Background: an optimization exercise with open tools, aiming at small area, a short achievable clock period and few clock cycles per item. Do not read the settings as production practice. Only simulation tests tie the RTL to the original design; equivalence was not proved. No driver is modelled on the clock port, so clock power and skew are understated where the tree is cut down; a real chip needs a root buffer or a tree. No activity file was given, so power comes from the tool's default toggle rates.

// pair_broadcast_top
module pair_broadcast_top
(
	input wire clk,
	input wire rst,
	input wire iter_start,
	input wire [NUM_CELLS*PARTICLE_ID_WIDTH-1:0] particle_num,
	input wire [NUM_CELLS-1:0] credit_return,
	output wire [NUM_CELLS-1:0] pair_valid,
	output wire [NUM_CELLS*PARTICLE_ID_WIDTH-1:0] pair_ref,
	output wire [NUM_CELLS*PARTICLE_ID_WIDTH-1:0] pair_partner,
	output wire [NUM_CELLS-1:0] pair_phase,
	output wire iter_done
);
clock: 5.5 ns
lec_check: 0
cap_margin: 20
core_margin: 2
core_utilization: 65
place_density: 0.75
setup_slack_margin: 3.35
slew_margin: 20
standard.sh (not shown) runs the stock make flow with config.mk's settings and CLKGATE_MAP_FILE= SYNTH_SCRIPT=/design/flow/synth_recipe.tcl, a recipe that flattens the netlist after the stock synthesis.
==> flow/flow/run.sh <==
#!/bin/bash
# Layout flow: the standard flow (standard.sh, with its standard synthesis
# and the same make targets), with these changes:
#  - port buffers are buf_2 cells instead of the default clkdlybuf4s50_1;
#  - ABC maps the logic with flow/abc_map.abc (through flow/synth.tcl, which
#    otherwise runs the standard flow's own synthesis script synth_recipe.tcl);
#  - the slow or3/or4 cell families are kept out of mapping and repair;
#  - the clock tree is one level of clkbuf_16 cells built by
#    flow/clock_tree.tcl (run as the CTS step's PRE hook) instead of
#    TritonCTS's three-level H-tree; the rest of the CTS step (placement
#    legalization, timing repair) runs as usual.
# The full make output goes to flow.log in the work folder; ORFS keeps each
# step's own log under orfs/logs/.
set -euo pipefail
PLATFORM_CFG="$FLOW_HOME/platforms/$FLOW_PLATFORM/config.mk"
# the platform's own don't-use list, which a command-line setting replaces
PLAT_DONT_USE=$(sed -n '/DONT_USE_CELLS/,/^#/p' "$PLATFORM_CFG" | grep -o 'sky130_fd_sc_hd__[a-z0-9_]*' | tr '\n' ' ')
EXTRA_DONT_USE=""
for c in or3 or3b or4 or4b or4bb; do
	for s in 1 2 4; do
		EXTRA_DONT_USE+="sky130_fd_sc_hd__${c}_${s} "
	done
done
bash standard.sh \
	"DONT_USE_CELLS=$PLAT_DONT_USE $EXTRA_DONT_USE" \
	"BUFFER_PORTS_ARGS=-buffer_cell sky130_fd_sc_hd__buf_2" \
	"PRE_CTS_TCL=$PWD/flow/clock_tree.tcl" \
	"SYNTH_SCRIPT=$PWD/flow/synth.tcl" \
	finish > flow.log 2>&1
==> flow/flow/abc_map.abc <==
strash
dch
map -a
topo
stime -c
buffer -c
upsize -c
dnsize -c
==> flow/flow/synth.tcl <==
# Yosys script for the flow's synthesis: the standard flow's own synthesis script
# (synth_recipe.tcl in the work folder, which runs ORFS's synthesis), with one
# change: ABC maps the logic with flow/abc_map.abc instead of ORFS's
# abc_speed.script. Only the combinational mapping changes; the flip-flops are
# mapped before ABC runs, so they keep the standard synthesis's names and cells.
set abc_map_script [file join [file dirname [file normalize [info script]]] abc_map.abc]
proc abc {args} {
	global abc_map_script
	set i [lsearch -exact $args -script]
	if {$i >= 0} {
		set args [lreplace $args [expr {$i + 1}] [expr {$i + 1}] $abc_map_script]
	}
	yosys abc {*}$args
}
source [file join [file dirname [file dirname [file normalize [info script]]]] synth_recipe.tcl]
Other scripts of this flow, unchanged in this note and not shown: flow/flow/clock_tree.tcl
Testbench counts at the start, summed over its fixed seeds: cycles 99,466, pairs 228,540.
Change:
--- a/flow/flow/run.sh
+++ b/flow/flow/run.sh
@@ -4,4 +4,2 @@
 #  - port buffers are buf_2 cells instead of the default clkdlybuf4s50_1;
-#  - ABC maps the logic with flow/abc_map.abc (through flow/synth.tcl, which
-#    otherwise runs the standard flow's own synthesis script synth_recipe.tcl);
 #  - the slow or3/or4 cell families are kept out of mapping and repair;
@@ -27,3 +25,2 @@
 	"PRE_CTS_TCL=$PWD/flow/clock_tree.tcl" \
-	"SYNTH_SCRIPT=$PWD/flow/synth.tcl" \
 	finish > flow.log 2>&1
removed: flow/flow/abc_map.abc
removed: flow/flow/synth.tcl
- worst setup slack gets worse by 0.025 ns
- design area rose by 1.2%
- power is higher by 3.6%
Change:
Settings changed: CORE_UTILIZATION 65 to 40, CTS_BUF_LIST set to sky130_fd_sc_hd__clkbuf_4 sky130_fd_sc_hd__clkbuf_8, PLACE_DENSITY 0.75 to not set, SETUP_SLACK_MARGIN 3.35 to 3.25.
Register-to-register slack loses 0.07 ns.
Cell count goes up by 7.8%.
Via count fell by 4.9%.
Setup slack got worse by 0.069 ns.
Cell area stays flat.
Total power drops by 0.62%.
Fmax decreases by 3.2%.
Core utilization shrinks by 30 points.
No run of this note takes its clock network from TritonCTS; it comes from the design's own scripts or RTL.

separate check: timing with driven ports:
In the flow no input, the clock included, has a driving cell. The finished layouts below were timed again as built, in two steps.
Step 1 (the two cells are an assumption about what drives the block):
set clk [get_ports {clk}]
set_driving_cell -lib_cell sky130_fd_sc_hd__clkbuf_16 $clk
set_driving_cell -lib_cell sky130_fd_sc_hd__buf_2 [delete_from_list [all_inputs] $clk]
Step 2 moves the port delays by t, midway between the first and last clock arrival at a register: inputs arrive t later, outputs are due t later. That takes back most of the time a late clock gives input paths.
Three values: ideal, step 1, step 2; two values: the first two.
| run | shift t [ns] | setup slack, ns | latest minus earliest clock arrival (ns) | worst data-port slew with drivers (ns) |
|---|---|---|---|---|
| the first run | 0.234 | 3.440 / 3.358 / 3.357 | 0.009 / 0.009 | 0.04 |
| the second run | 0.239 | 3.415 / 3.357 / 3.308 | 0.012 / 0.012 | 0.03 |
| the third run | 0.239 | 3.346 / 3.346 / 3.299 | 0.007 / 0.007 | 0.03 |
After both steps setup and hold are still met in every run listed. The setup slack of the second run, which loses most, moves by -0.058 ns with the drivers and by -0.107 ns with both steps.
